From an optimization exercise on the open Yosys and OpenROAD flow, aimed at small area, a short achievable clock period and few clock cycles; shortcuts taken in it are not production practice. In this exercise RTL edits were held to simulation tests only and were not proved equivalent to the original.

==> flow/design.v <==
`default_nettype none
package mold_pkg;
	typedef struct packed {
		logic                    valid;
		logic                    last;
		logic [8-1:0] keep;
		logic [64-1:0] data;
	} axis_beat_t;
	typedef struct packed {
		logic [80-1:0] sid;
		logic [64-1:0] seq;
		logic [16-1:0]  msg_cnt;
	} mold_header_t;
	typedef struct packed {
		logic [4-1:0]  cnt;
		logic [64-1:0] data;
	} byte_push_t;
	typedef struct packed {
		logic                    valid;
		logic                    start;
		logic                    last;
		logic [8-1:0] mask;
		logic [64-1:0] data;
	} mold_word_t;
	typedef struct packed {
		logic [80-1:0] sid;
		logic [64-1:0] seq;
	} mold_id_t;
endpackage
`default_nettype wire
`timescale 1ns/1ps
`default_nettype none
module mold_header_parse
(
	input  wire          clk,
	input  wire          nreset,
	input  mold_pkg::axis_beat_t   beat_i,
	input  wire          room_i,
	input  wire          hdr_take_i,
	output logic         tready_o,
	output mold_pkg::byte_push_t   push_o,
	output mold_pkg::mold_header_t hdr_o,
	output logic         hdr_valid_o
);
localparam int HDR_LANES = 20 - 2 * 8;
logic [1:0]              beat_cnt_q;
logic                    accept;
logic [64-1:0] swapped;
logic                    hdr_valid_q;
mold_pkg::mold_header_t            hdr_q;
function automatic logic [4-1:0] kept_count(input logic [8-1:0] keep);
	logic [4-1:0] n;
	n = '0;
	for (int i = 0; i < 8; i++) begin
		n = n + {{(4-1){1'b0}}, keep[i]};
	end
	kept_count = n;
endfunction
assign tready_o = room_i & ~((beat_cnt_q == 2'd0) & hdr_valid_q);
assign accept   = beat_i.valid & tready_o;
always_comb begin
	for (int i = 0; i < 8; i++) begin
		swapped[8*(8-1-i) +: 8] = beat_i.data[8*i +: 8];
	end
end
always_comb begin
	push_o.cnt  = '0;
	push_o.data = beat_i.data;
	if (accept) begin
		if (beat_cnt_q == 2'd2) begin
			push_o.cnt  = kept_count(beat_i.keep >> HDR_LANES);
			push_o.data = beat_i.data >> (8 * HDR_LANES);
		end else if (beat_cnt_q == 2'd3) begin
			push_o.cnt = kept_count(beat_i.keep);
		end
	end
end
always_ff @(posedge clk) begin
	if (!nreset) begin
		beat_cnt_q  <= 2'd0;
		hdr_valid_q <= 1'b0;
	end else begin
		if (accept) begin
			if (beat_i.last)
				beat_cnt_q <= 2'd0;
			else if (beat_cnt_q != 2'd3)
				beat_cnt_q <= beat_cnt_q + 2'd1;
		end
		if (accept && beat_cnt_q == 2'd2)
			hdr_valid_q <= 1'b1;
		else if (hdr_take_i)
			hdr_valid_q <= 1'b0;
	end
end
always_ff @(posedge clk) begin
	if (accept) begin
		case (beat_cnt_q)
			2'd0: hdr_q.sid[79:16] <= swapped;
			2'd1: begin
				hdr_q.sid[15:0]  <= swapped[63:48];
				hdr_q.seq[63:16] <= swapped[47:0];
			end
			2'd2: begin
				hdr_q.seq[15:0] <= swapped[63:48];
				hdr_q.msg_cnt   <= swapped[47:32];
			end
			default: ;
		endcase
	end
end
assign hdr_o       = hdr_q;
assign hdr_valid_o = hdr_valid_q;
endmodule
`default_nettype wire
`timescale 1ns/1ps
`default_nettype none
module mold_byte_buffer
(
	input  wire                     clk,
	input  wire                     nreset,
	input  mold_pkg::byte_push_t              push_i,
	input  wire [4-1:0]   pop_cnt_i,
	output logic [64-1:0] head_o,
	output logic [5-1:0] fill_o,
	output logic                    room_o
);
localparam int STORE_W = 8 * 24;
localparam int ROOM_MAX = 24 - 8;
logic [STORE_W-1:0]      store_q;
logic [STORE_W-1:0]      store_next;
logic [STORE_W-1:0]      shifted;
logic [STORE_W-1:0]      keep_mask;
logic [STORE_W-1:0]      placed;
logic [5-1:0] fill_q;
logic [5-1:0] rem;
assign rem = fill_q - {{(5-4){1'b0}}, pop_cnt_i};
always_comb begin
	shifted   = store_q >> {pop_cnt_i, 3'b000};
	keep_mask = ~({STORE_W{1'b1}} << {rem, 3'b000});
	placed    = {{(STORE_W-64){1'b0}}, push_i.data} << {rem, 3'b000};
	store_next = (shifted & keep_mask) | placed;
end
always_ff @(posedge clk) begin
	if (!nreset) begin
		fill_q <= '0;
	end else begin
		fill_q <= rem + {{(5-4){1'b0}}, push_i.cnt};
	end
end
always_ff @(posedge clk) begin
	store_q <= store_next;
end
assign head_o = store_q[64-1:0];
assign fill_o = fill_q;
assign room_o = (fill_q <= ROOM_MAX[5-1:0]);
endmodule
`default_nettype wire
`timescale 1ns/1ps
`default_nettype none
module mold_msg_framer
(
	input  wire                     clk,
	input  wire                     nreset,
	input  mold_pkg::mold_header_t            hdr_i,
	input  wire                     hdr_valid_i,
	input  wire [64-1:0]  head_i,
	input  wire [5-1:0]  fill_i,
	output logic                    hdr_take_o,
	output logic [4-1:0]  pop_cnt_o,
	output mold_pkg::mold_word_t              msg_o,
	output mold_pkg::mold_id_t                id_o
);
typedef enum logic [1:0] {ST_IDLE, ST_LEN, ST_BODY} state_t;
state_t                  state_q, state_next;
logic [16-1:0]   cnt_q, cnt_next;
logic [16-1:0]   len_q, len_next;
logic                    first_q, first_next;
logic [16-1:0]   field_len;
logic [4-1:0]  take;
logic                    last_word;
logic                    load_hdr;
logic                    step_msg;
logic                    word_v;
logic [8-1:0] word_mask;
logic [64-1:0] word_data;
logic [80-1:0]  sid_q;
logic [64-1:0]  seq_q;
mold_pkg::mold_word_t              msg_q;
mold_pkg::mold_id_t                id_q;
assign field_len = {head_i[7:0], head_i[15:8]};
assign last_word = (len_q <= 8);
assign take      = last_word ? len_q[4-1:0] : 8;
always_comb begin
	for (int i = 0; i < 8; i++) begin
		word_mask[i]          = (i < take);
		word_data[8*i +: 8]   = word_mask[i] ? head_i[8*i +: 8] : 8'h00;
	end
end
always_comb begin
	state_next = state_q;
	cnt_next   = cnt_q;
	len_next   = len_q;
	first_next = first_q;
	hdr_take_o = 1'b0;
	pop_cnt_o  = '0;
	load_hdr   = 1'b0;
	step_msg   = 1'b0;
	word_v     = 1'b0;
	case (state_q)
		ST_IDLE: if (hdr_valid_i) begin
			hdr_take_o = 1'b1;
			load_hdr   = 1'b1;
			cnt_next   = hdr_i.msg_cnt;
			if (hdr_i.msg_cnt != '0 && hdr_i.msg_cnt != '1)
				state_next = ST_LEN;
		end
		ST_LEN: if (fill_i >= 2) begin
			pop_cnt_o = 2;
			if (field_len == '0) begin
				step_msg = 1'b1;
			end else begin
				len_next   = field_len;
				first_next = 1'b1;
				state_next = ST_BODY;
			end
		end
		default: if ({1'b0, take} <= fill_i) begin
			pop_cnt_o  = take;
			word_v     = 1'b1;
			len_next   = len_q - {{(16-4){1'b0}}, take};
			first_next = 1'b0;
			step_msg   = last_word;
		end
	endcase
	if (step_msg) begin
		cnt_next   = cnt_q - 1'b1;
		state_next = (cnt_q == 1) ? ST_IDLE : ST_LEN;
	end
end
always_ff @(posedge clk) begin
	if (!nreset) begin
		state_q <= ST_IDLE;
		cnt_q   <= '0;
		len_q   <= '0;
		first_q <= 1'b0;
	end else begin
		state_q <= state_next;
		cnt_q   <= cnt_next;
		len_q   <= len_next;
		first_q <= first_next;
	end
end
always_ff @(posedge clk) begin
	if (load_hdr) begin
		sid_q <= hdr_i.sid;
		seq_q <= hdr_i.seq;
	end else if (step_msg) begin
		seq_q <= seq_q + 1'b1;
	end
end
always_ff @(posedge clk) begin
	if (!nreset)
		msg_q.valid <= 1'b0;
	else
		msg_q.valid <= word_v;
	if (word_v) begin
		msg_q.start <= first_q;
		msg_q.last  <= last_word;
		msg_q.mask  <= word_mask;
		msg_q.data  <= word_data;
		id_q.sid    <= sid_q;
		id_q.seq    <= seq_q;
	end
end
assign msg_o = msg_q;
assign id_o  = id_q;
endmodule
`default_nettype wire
`timescale 1ns/1ps
`default_nettype none
module moldudp64_rx
(
	input  wire        clk,
	input  wire        nreset,
	input  mold_pkg::axis_beat_t udp_axis_i,
	output logic       udp_axis_tready_o,
	output mold_pkg::mold_word_t mold_msg_o,
	output mold_pkg::mold_id_t   mold_id_o
);
mold_pkg::byte_push_t              push;
mold_pkg::mold_header_t            hdr;
logic                    hdr_valid;
logic                    hdr_take;
logic                    room;
logic [64-1:0] head;
logic [5-1:0] fill;
logic [4-1:0]  pop_cnt;
mold_header_parse u_header_parse (
	.clk        (clk),
	.nreset     (nreset),
	.beat_i     (udp_axis_i),
	.room_i     (room),
	.hdr_take_i (hdr_take),
	.tready_o   (udp_axis_tready_o),
	.push_o     (push),
	.hdr_o      (hdr),
	.hdr_valid_o(hdr_valid)
);
mold_byte_buffer u_byte_buffer (
	.clk      (clk),
	.nreset   (nreset),
	.push_i   (push),
	.pop_cnt_i(pop_cnt),
	.head_o   (head),
	.fill_o   (fill),
	.room_o   (room)
);
mold_msg_framer u_msg_framer (
	.clk        (clk),
	.nreset     (nreset),
	.hdr_i      (hdr),
	.hdr_valid_i(hdr_valid),
	.head_i     (head),
	.fill_i     (fill),
	.hdr_take_o (hdr_take),
	.pop_cnt_o  (pop_cnt),
	.msg_o      (mold_msg_o),
	.id_o       (mold_id_o)
);
endmodule
`default_nettype wire
`timescale 1ns/1ps
`default_nettype none
module moldudp64_rx_top
(
	input  wire        clk,
	input  wire        nreset,
	input  wire        s_tvalid,
	input  wire        s_tlast,
	input  wire [7:0]  s_tkeep,
	input  wire [63:0] s_tdata,
	output logic       s_tready,
	output logic       msg_valid,
	output logic       msg_start,
	output logic       msg_last,
	output logic [7:0] msg_mask,
	output logic [63:0] msg_data,
	output logic [79:0] msg_sid,
	output logic [63:0] msg_seq
);
mold_pkg::axis_beat_t beat;
mold_pkg::mold_word_t word;
mold_pkg::mold_id_t   id;
assign beat.valid = s_tvalid;
assign beat.last  = s_tlast;
assign beat.keep  = s_tkeep;
assign beat.data  = s_tdata;
moldudp64_rx u_rx (
	.clk              (clk),
	.nreset           (nreset),
	.udp_axis_i       (beat),
	.udp_axis_tready_o(s_tready),
	.mold_msg_o       (word),
	.mold_id_o        (id)
);
assign msg_valid = word.valid;
assign msg_start = word.start;
assign msg_last  = word.last;
assign msg_mask  = word.mask;
assign msg_data  = word.data;
assign msg_sid   = id.sid;
assign msg_seq   = id.seq;
endmodule
`default_nettype wire
==> flow/run.sh <==
#!/bin/bash
# synth_recipe.tcl (not shown) runs the flow's synth.tcl, then flattens the netlist and writes it again
# the make line also repeats each setting of config.mk as NAME=value (left out here)
make -C /OpenROAD-flow-scripts/flow DESIGN_CONFIG=/design/flow/config.mk WORK_HOME=/design/flow/orfs CLKGATE_MAP_FILE= SYNTH_SCRIPT=/design/flow/synth_recipe.tcl finish
==> flow/config.mk <==
export PLATFORM = sky130hd
export DESIGN_NAME = moldudp64_rx_top
export DESIGN_NICKNAME = moldudp64_rx_top
export VERILOG_FILES = /design/flow/design.v
export SDC_FILE = /design/flow/constraint.sdc
export NUM_CORES = 4
export LEC_CHECK = 0
export CAP_MARGIN = 20
export CORE_MARGIN = 2
export CORE_UTILIZATION = 40
export SLEW_MARGIN = 20
==> flow/constraint.sdc <==
create_clock -name core_clock -period 6.5 [get_ports {clk}]
set_input_delay 1.3000 -clock core_clock [delete_from_list [all_inputs] [get_ports {clk}]]
set_output_delay 1.3000 -clock core_clock [all_outputs]
set_load 0.01 [all_outputs]
==> run summary <==
[cell type report]
type	count	area [um2]	share of cell area
diodes	2	5.00	0.000111
clock buffers	119	2310	0.0515
clock inverters	39	505	0.0113
inverters	65	265	0.00591
multi-input cells	2498	15900	0.353
flip-flops and latches	758	20400	0.454
well taps	1254	1570	0.0350
repair buffers	414	3970	0.0885
[Yosys cell counts, types with 46 or more instances]
master,number
nand3_1,105
nor2_1,256
a22oi_1,67
o211ai_1,46
and3_1,61
a21oi_1,190
buf_2,50
inv_1,57
a31oi_1,62
a221oi_1,56
o221ai_1,46
nor3_1,55
o21ai_0,149
a211oi_1,67
o22ai_1,82
and2_1,65
mux2i_1,221
dfxtp_1,236
edfxtp_1,522
clkbuf_1,129
nand2_1,470
[flip-flops by register name, summed over array words and instances, names as in the netlist]
signal and cells:
u_rx.u_header_parse.hdr_valid_q 1, u_rx.u_header_parse.hdr_q 160, u_rx.u_msg_framer.len_q 16, u_rx.u_msg_framer.cnt_q 16, u_rx.u_msg_framer.first_q 1, u_rx.u_msg_framer.sid_q 80
u_rx.u_byte_buffer.store_q 192, u_rx.u_msg_framer.id_q 144, u_rx.u_msg_framer.msg_q 75, u_rx.u_byte_buffer.fill_q 5, u_rx.u_header_parse.beat_cnt_q 2, u_rx.u_msg_framer.state_q 2
u_rx.u_msg_framer.seq_q 64
[report_power, final]
group          switching, mW  internal [mW]
logic                  0.706          0.336
clock network           2.07           2.80
registers              0.160           5.29
total                   2.93           8.42
[final timing paths]
kind | cells after the start | from | slack (ps) | to
setup reg to reg | 19 | u_rx.u_msg_framer.len_q[6] | 240 | u_rx.u_byte_buffer.store_q[70]
hold reg to reg | 0 | u_rx.u_header_parse.hdr_q[131] | 390 | u_rx.u_msg_framer.sid_q[51]
setup / recovery | 19 | u_rx.u_msg_framer.len_q[6] | 240 | u_rx.u_byte_buffer.store_q[70]
hold / removal | 0 | u_rx.u_header_parse.hdr_q[131] | 390 | u_rx.u_msg_framer.sid_q[51]
[layer usage]
metal,wire length (um),vias up
met1,62300,16061
li1,-,14119
met5,12,-
met4,9620,2
met3,13600,414
met2,70600,1898
[logic make-up (layout without fill, tap and decap cells)]
group | Yosys count | after routing | synth area share
compound gates | 1003 | 1003 | 0.186
mux | 241 | 241 | 0.0653
simple gates | 1149 | 1149 | 0.141
other cells | 1 | 3 | 0.000100
xor+xnor | 71 | 71 | 0.0168
flops | 758 | 758 | 0.546
buf+inv | 281 | 637 | 0.0322
fa+ha+maj | 33 | 33 | 0.0125
==> flow_metrics.tcl <==
set metrics [dict create \
    first_iter_violations 4139 \
    met1_usage 0.422 \
    mostFrequentLayoutCells "522 x edfxtp_1, 468 x nand2_1, 295 x clkdlybuf4s50_1, 254 x nor2_1, 236 x dfxtp_1" \
    io_pins 296 \
    hold_path.class "reg2reg" \
    yosysWarnings 3 \
    layout-drive-gt1-share 0.0809 \
    fmax_ghz 0.160 \
    dr_total_vias 32494 \
    place_inst 4989 \
    worstSetupEndpointType "flop" \
    final.setup.tns_ps 0 \
    port_buffers 295 \
    hpwl_um 114000 \
    path_max_fanout 16 \
    synth-edff-count 522 \
    groute.usage.overall 0.319 \
    slew_viol_final 0 \
    async_flop_share 0 \
    design.core.area_um2 92900 \
    path_buf_inv 5 \
    cts_buffers 84 \
    finalWirelength_um 156000 \
    synthFlopType "edfxtp_1" \
    firstDrtPassIters 6 \
    fp.dieH_um 310 \
    clockRootBuffer "clkbuf_16" \
    rows 112 \
    crit_required_ps 7080 \
    yosysUniqueCellTypes 85 \
    cp_top_family "simple AND/OR/NAND/NOR gates" \
    overflow 0 \
    synthCells 3537 \
    dp_slack_ps 449 \
    final-instance-count-excl-fill 5149 \
    placed_area_um2 42100 \
    post-route-period-util 0.963 \
    final.min_clock_period_ps 6260 \
    ant_nets 0 \
    syn_area_um2 37400 \
    met2_usage 0.497 \
    power_density_nw_per_um2 253 \
    grt_pass1_wl_um 221000 \
    wire_per_inst_um 30.3 \
    setup_viol 0 \
    fin_worst_skew_ps 44.2 \
    critPathKind "reg2reg" \
    grt_pass1_vias 30576 \
    rsz0062_at_grt "false" \
    vdd.ir_drop.worst_mv 0.180 \
    slowest_stage "a221oi_1" \
    final_nets 3930 \
    dieWidth_um 310 \
    layout_commonest_cell "edfxtp_1" \
    crit_path_max_incr_delay_ps 890 \
    post_cts_buffers 0 \
    crit_chain "nor4_4, and4_1, inv_2, nor2_1, inv_1, ha_1, a41o_1, and2_1, o211ai_1, inv_4, ha_4, inv_1, fa_4, clkinv_1, nand2_1, nor2_1, a221oi_1, a21oi_1, nand3_1" \
    clockBufferDepth 3 \
    antenna_found_initial 7 \
    finish.instance_area_um2 44900 \
    areaGrowthSynthToFinish_pct 20.1 \
    hold_violations 0 \
    crit_path_start_kind "flop" \
    htreeDepth 3 \
    tightest_slew_ps 1150 \
    clkTransAtPathRegs_ps 60 \
    relSlewSlack 0.211 \
    busiest_layer "met2" \
    synth_nets 3646 \
    cts.sinks 758 \
    syn_area_per_cell_um2 10.6 \
    setup_ws_ps 239 \
    arrival_ps 6840 \
    hold-worst-slack_ps 394 \
    cts_tree "done" \
    grt_max_degree 149 \
    gp_congestion 1.01 \
    outcome "no timing/DRC/antenna violations" \
    globalRouteMet3Util 0.0518 \
    final_core_util 0.483 \
    drc 0 \
    yosysTopAreaCell "edfxtp_1" \
    leakagePower_nw 16.7 \
    start_util 0.402 \
    ys_seq_area_frac 0.546 \
    cap_violations 0 \
    cts_hold_buf 0 \
    ys_ff_latch 758 \
    num-fill-cells 8533 \
    clock_latency_ps 680 \
    p_total_mw 11.4 \
    yosysTopAreaCellShare 0.419 \
    synth_area_leaders "edfxtp_1 42%, dfxtp_1 13%, mux2i_1 5.9%" \
    cts_resized 0 \
    die_area_um2 95900 \
    vias_per_cell 6.31 \
]
Testbench counts, summed over its fixed seeds: cycles 18,741.

[separate check: timing with driven ports]
In the flow no input, the clock included, has a driving cell. The finished layout below was timed again as built, in two steps. Step 1 (the two cells are an assumption about what drives the block):
set clk [get_ports {clk}]
set_driving_cell -lib_cell sky130_fd_sc_hd__clkbuf_16 $clk
set_driving_cell -lib_cell sky130_fd_sc_hd__buf_2 [delete_from_list [all_inputs] $clk]
Step 2 adds t to the input delays and takes it off the output delays; t is the mean of the earliest and latest rising clock arrival at the registers after step 1. Input paths then give back, and output paths get back, about the clock's delay inside the block. Slacks: ideal ports / drivers / drivers and shift; pairs: ideal ports / drivers.
shift t [ns]: 0.725
setup slack, ns: 0.239 / 0.239 / 0.239
cell pins on the clock port's net: 1
After both steps setup and hold are still met in this run. For this run, drivers alone change the setup slack by 0.000 ns; drivers and shift together by 0.000 ns.
